Background: an optimization exercise with open tools, aiming at small area. Do not read the settings as production practice. At most, simulation tests tie the RTL to the original design; equivalence was not proved. Power and IR drop assume default switching activity.

== lane 1 ==
// beam_tx
module beam_tx (
    input  logic                          clk,
    input  logic                          rst,
    input  logic                          psel,
    input  logic                          penable,
    input  logic                          pwrite,
    input  logic [3:0]                    paddr,
    input  logic [31:0]                   pwdata,
    output logic [31:0]                   prdata,
    output logic                          pready,
    output logic                          pslverr,
    output logic [16-1:0]  tx_array,
    output logic                          scan_done
);
    function automatic logic [10:0] radd10(input logic [9:0] a, input logic [9:0] b, input logic ci);
        logic c;
        c = ci;
        for (int i = 0; i < 10; i++) begin
            radd10[i] = a[i] ^ b[i] ^ c;
            c = (a[i] & b[i]) | (c & (a[i] ^ b[i]));
        end
        radd10[10] = c;
    endfunction
    function automatic logic [12:0] rdec13(input logic [12:0] a);
        logic b;
        b = 1'b1;
        for (int i = 0; i < 13; i++) begin
            rdec13[i] = a[i] ^ b;
            b = b & ~a[i];
        end
    endfunction
    logic        access, wr_en;
    logic [7:0]  r_0;
    logic [7:0]  step;
    logic [12:0] num_points;
    logic        start;
    logic        done_flag;
    logic        busy;
    assign access = psel && penable;
  ...
For scale: about 610 cells after synthesis, roughly 5300 um2 of cells after synthesis.
==> flow/config.mk <==
export PLATFORM = sky130hd
export DESIGN_NAME = beam_tx
export DESIGN_NICKNAME = beam_tx
export VERILOG_FILES = /design/flow/design.v
export SDC_FILE = /design/flow/constraint.sdc
export NUM_CORES = 4
export LEC_CHECK = 0
export CAP_MARGIN = 20
export CORE_MARGIN = 2
export CORE_UTILIZATION = 40
export SLEW_MARGIN = 20
==> flow/constraint.sdc <==
create_clock -name core_clock -period 8.0 [get_ports {clk}]
set_input_delay 1.6000 -clock core_clock [delete_from_list [all_inputs] [get_ports {clk}]]
set_output_delay 1.6000 -clock core_clock [all_outputs]
set_load 0.01 [all_outputs]
run.sh (not shown) runs the stock make flow with config.mk's settings and CLKGATE_MAP_FILE= SYNTH_SCRIPT=/design/flow/synth_recipe.tcl, a recipe that flattens the netlist after the stock synthesis.
#### Input delta (lane 2 over lane 1)
--- a/flow/design.v
+++ b/flow/design.v
@@ -186,51 +186,62 @@
             case (r_0[1:0])
                 2'd0: v <= 10'd0;
                 2'd1: v <= 10'd259;
                 2'd2: v <= 10'd519;
                 default: v <= 10'd779;
             endcase
         end else if (j != 4'd0 && v_dec[10]) begin
             v <= v_dec[9:0];
             j <= {j[3] & (j[2:0] != 3'd0), j[2] ^ (j[1:0] == 2'd0), j[1] ^ ~j[0], ~j[0]};
         end
     end
     always_ff @(posedge clk) begin
+        case (state)
+            ST_IDLE: begin
+                p        <= 5'd10;
+                pts_left <= num_points;
+            end
+            ST_WAIT: begin
+                p   <= (p == 5'd21) ? {1'b0, j} : p_sum[4:0];
+                acc <= (j == 4'd0) ? 7'd0 : v[6:0];
+            end
+            default: begin
+                p   <= last ? 5'd16 : p_sum[4:0];
+                acc <= acc_next;
+                if (last) begin
+                    pts_left <= rdec13(pts_left);
+                end
+            end
+        endcase
+    end
+    always_ff @(posedge clk) begin
         if (rst) begin
             state     <= ST_IDLE;
             scan_done <= 1'b0;
         end else begin
             scan_done <= 1'b0;
             case (state)
                 ST_IDLE: begin
                     if (start) begin
-                        state    <= ST_WAIT;
-                        p        <= 5'd10;
-                        pts_left <= num_points;
+                        state <= ST_WAIT;
                     end
                 end
                 ST_WAIT: begin
-                    p <= p_sum[4:0];
                     if (p == 5'd21) begin
                         state <= ST_FIRST;
-                        p     <= {1'b0, j};
-                        acc   <= (j == 4'd0) ? 7'd0 : v[6:0];
                     end
                 end
                 default: begin
-                    p     <= last ? 5'd16 : p_sum[4:0];
-                    acc   <= acc_next;
                     state <= ST_TX;
                     if (last) begin
                         if (pts_left[12:1] == 12'd0) begin
                             state     <= ST_IDLE;
                             scan_done <= 1'b1;
                         end else begin
-                            state    <= ST_WAIT;
-                            pts_left <= rdec13(pts_left);
+                            state <= ST_WAIT;
                         end
                     end
                 end
             endcase
         end
     end
 endmodule
[summary]
Lane 1 has a higher clock network power share than lane 2. Delay contributed by the slowest stage of the critical path: lane 2 vs lane 1 — no meaningful difference. Comparing the two runs side by side, lane 2 comes out behind lane 1 on final period demand of the worst path. Part of the cycle the worst path needs in lane 2 vs lane 1: up 0.82 points. Any difference in global-route usage between lane 2 and lane 1 is small enough to ignore.
No run of this note included a check of the RTL's function; only the layout flow was run.

========
beam_tx, a different RTL version from the one above (not shown whole).
For scale: about 610 cells after synthesis.
==> flow/config.mk <==
export PLATFORM = sky130hd
export DESIGN_NAME = beam_tx
export DESIGN_NICKNAME = beam_tx
export VERILOG_FILES = /design/flow/design.v
export SDC_FILE = /design/flow/constraint.sdc
export NUM_CORES = 4
export LEC_CHECK = 0
export CAP_MARGIN = 20
export CORE_MARGIN = 2
export CORE_UTILIZATION = 40
export SLEW_MARGIN = 20
==> flow/constraint.sdc <==
create_clock -name core_clock -period 8.0 [get_ports {clk}]
set_input_delay 1.6000 -clock core_clock [delete_from_list [all_inputs] [get_ports {clk}]]
set_output_delay 1.6000 -clock core_clock [all_outputs]
set_load 0.01 [all_outputs]
Edit:
--- a/flow/design.v
+++ b/flow/design.v
@@ -131,31 +131,41 @@
         if ({dir, w} == 8'd12) begin q = 5'd1; r = 3'd4; end
         if ({dir, w} == 8'd139) begin q = 5'd1; r = 3'd4; end
         if ({dir, w} == 8'd13) begin q = 5'd1; r = 3'd3; end
         if ({dir, w} == 8'd140) begin q = 5'd1; r = 3'd3; end
         if ({dir, w} == 8'd14) begin q = 5'd1; r = 3'd2; end
         if ({dir, w} == 8'd141) begin q = 5'd1; r = 3'd2; end
         if ({dir, w} == 8'd15) begin q = 5'd1; r = 3'd1; end
         if ({dir, w} == 8'd142) begin q = 5'd1; r = 3'd1; end
         if ({dir, w} == 8'd16) begin q = 5'd1; r = 3'd0; end
         if ({dir, w} == 8'd143) begin q = 5'd1; r = 3'd0; end
     end
+    function automatic logic lt3(input logic [2:0] a, input logic [2:0] b);
+        logic l;
+        l = 1'b0;
+        for (int i = 0; i < 3; i++) begin
+            l = (~a[i] & b[i]) | (~(a[i] ^ b[i]) & l);
+        end
+        lt3 = l;
+    endfunction
     logic        lt;
-    logic [10:0] t;
     logic [10:0] s;
+    logic [10:0] s_lo;
+    logic [10:0] s_hi;
     logic [6:0]  acc_next;
     logic [10:0] p_sum;
-    assign t        = radd10({3'd0, acc}, {5'h1f, ~big, 1'b1, ~r}, 1'b1);
-    assign lt       = !t[10];
-    assign s        = radd10({3'd0, t[6:0]}, lt ? {3'd0, w} : 10'd0, lt && dir);
-    assign acc_next = s[6:0];
+    assign lt       = (acc[6:4] == 3'd0) && (big || (!acc[3] && lt3(acc[2:0], r)));
+    assign s        = radd10({3'd0, acc}, lt ? {3'd0, w} : 10'd0, lt && dir);
+    assign s_lo     = radd10({6'd0, s[3:0]}, {7'h7f, ~r}, 1'b1);
+    assign s_hi     = radd10({6'd0, s[7:4]}, 10'h3ff, 1'b0);
+    assign acc_next = big ? {s_hi[2:0], s[3:0]} : {3'd0, s_lo[3:0]};
     assign p_sum    = radd10({5'd0, p}, {5'd0, q[4:1] & {4{!wait_st}}, q[0] | wait_st}, lt && !wait_st);
     function automatic logic [15:0] therm(input logic [4:0] x);
         for (int k = 0; k < 16; k++) begin
             logic g;
             g = 1'b0;
             for (int b = 0; b < 4; b++) begin
                 if (((k >> b) & 1) == 0) g = x[b] | g;
                 else                     g = x[b] & g;
             end
             therm[k] = x[4] | g;
         end
The changed run completed with no timing, DRC or antenna violations.
Cell area goes up by 1.2%.
Via count rises by 3.1%.
Critical path depth shrinks by 20.
Synthesized cell count rose by 1.3%.
Non-clock buffer count came out lower by 1.
Function was not checked in any run of this note: the RTL went through the layout flow alone.

========
beam_tx, a different RTL version from the one above (not shown whole).
Size in the first run: ~590 cells after synthesis, about 92 I/O pins, ~0.0053 mm2 of cells after synthesis.
## beam_tx
module beam_tx (
    input  logic                          clk,
    input  logic                          rst,
    input  logic                          psel,
    input  logic                          penable,
    input  logic                          pwrite,
    input  logic [3:0]                    paddr,
    input  logic [31:0]                   pwdata,
    output logic [31:0]                   prdata,
    output logic                          pready,
    output logic                          pslverr,
    output logic [16-1:0]  tx_array,
    output logic                          scan_done
);
clock: 8.0 ns
lec_check: 0
cap_margin: 20
core_margin: 2
core_utilization: 40
slew_margin: 20
standard.sh (not shown) runs the stock make flow with config.mk's settings and CLKGATE_MAP_FILE= SYNTH_SCRIPT=/design/flow/synth_recipe.tcl, a recipe that flattens the netlist after the stock synthesis.
==> flow/flow/run.sh <==
#!/bin/bash
# Own layout flow: the standard flow (standard.sh) with changes that only
# affect buffer and tie cell choice:
#  - port buffers use the smallest buffer cell (buf_1) instead of the
#    default pick (clkdlybuf4s50_1);
#  - clock tree synthesis uses clkbuf_8 buffers and no dummy loads;
#  - SKIP_REPAIR_TIE_FANOUT=1 (1: one tie cell drives all constant outputs).
# make's full output goes to flow_make.log here; ORFS keeps each step's log
# under orfs/logs.
set -euo pipefail
bash standard.sh \
    "BUFFER_PORTS_ARGS=-buffer_cell sky130_fd_sc_hd__buf_1" \
    "CTS_ARGS=-sink_clustering_enable -repair_clock_nets -buf_list sky130_fd_sc_hd__clkbuf_8 -dont_use_dummy_load" \
    "SKIP_REPAIR_TIE_FANOUT=1" \
    finish > flow_make.log 2>&1
The starting point completed without violations.
Then changed:
--- a/flow/design.v
+++ b/flow/design.v
@@ -162,15 +162,15 @@
             therm[k] = x[4] | g;
         end
     endfunction
     logic [15:0] fire;
     assign fire = therm(p) & ~therm(lo);
     always_comb begin
         for (int i = 0; i < 16; i++) begin
-            tx_array[i] = dir ? fire[15-i] : fire[i];
+            tx_array[i] = (state == ST_ACT) && (dir ? fire[15-i] : fire[i]);
         end
     end
     logic [10:0] v_dec;
     assign v_dec = radd10(v, {3'b111, wn}, !dir);    
     always_ff @(posedge clk) begin
         if (capture) begin
             dir <= step[7];
@@ -187,27 +187,23 @@
             j <= {j[3] & (j[2:0] != 3'd0), j[2] ^ (j[1:0] == 2'd0), j[1] ^ ~j[0], ~j[0]};
         end
     end
     always_ff @(posedge clk) begin
         if (rst || idle) begin
             p <= 5'd4;
         end else if (wait_st) begin
-            p <= reload ? {1'b0, j} : p_sum[4:0];
+            p   <= reload ? {1'b0, j} : p_sum[4:0];
+            acc <= (j == 4'd0) ? 7'd0 : v[6:0];
         end else if (state == ST_ACT && p[4]) begin
             p <= 5'd27;
         end else begin
-            p <= (p_sum[4] | p_sum[5]) ? 5'd16 : p_sum[4:0];
-        end
-    end
-    always_ff @(posedge clk) begin
-        acc <= wait_st ? ((j == 4'd0) ? 7'd0 : v[6:0]) : acc_next;
-    end
-    always_ff @(posedge clk) begin
-        lo[4]   <= rst || !state[1] || p[4];
-        lo[3:0] <= p[3:0] & {4{state[0]}};    
+            lo  <= (state == ST_ARM) ? 5'd0 : p;
+            p   <= (p_sum[4] | p_sum[5]) ? 5'd16 : p_sum[4:0];
+            acc <= acc_next;
+        end
     end
     always_ff @(posedge clk) begin
         if (pre) begin
             pts_n <= ~num_points;
         end else if (state == ST_ACT && p[4]) begin
             pts_n <= rinc13(pts_n);
         end
Effect: Global-route usage came out higher by 0.42 points. Core utilization came out higher by 0.50 points. Clock-buffer cell count stays the same. Via count came out higher by 3.0%. Critical path depth came out lower by 4.

## static timing again, ports no longer ideal
Ports are ideal in the flow. The routed layouts listed here were re-timed in OpenROAD. Step 1 sets driving cells, clkbuf_16 on the clock port and buf_2 on the other inputs (assumed; they add their load-dependent delay and slew). Step 2 also shifts input and output timing later by t, the mid clock arrival at the registers, as if the neighbouring blocks saw the same clock. a / b / c = ideal ports / drivers / drivers and shift; a / b = the first two.
run | shift t [ns] | slack for setup (ns) | latest minus earliest clock arrival (ns) | worst data-port slew with drivers (ns) | pins driven straight from the clock port
lane 1 | 0.368 | 0.238 / 0.199 / 0.567 | 0.008 / 0.009 | 0.04 | 1
lane 2 | 0.376 | 0.173 / 0.133 / 0.509 | 0.010 / 0.011 | 0.04 | 1
the first run of note 2 | 0.367 | 1.817 / 1.817 / 1.817 | 0.008 / 0.008 | 0.04 | 1
the second run of note 2 | 0.371 | 2.185 / 2.165 / 2.165 | 0.009 / 0.010 | 0.04 | 1
the first run of note 3 | 0.373 | 1.608 / 1.608 / 1.608 | 0.023 / 0.023 | 0.04 | 1
the second run of note 3 | 0.377 | 1.870 / 1.870 / 1.870 | 0.029 / 0.029 | 0.03 | 1
After both steps setup and hold are still met in every run listed. The setup slack of the second run of note 2, which loses most, moves by -0.020 ns with the drivers and by -0.020 ns with both steps.
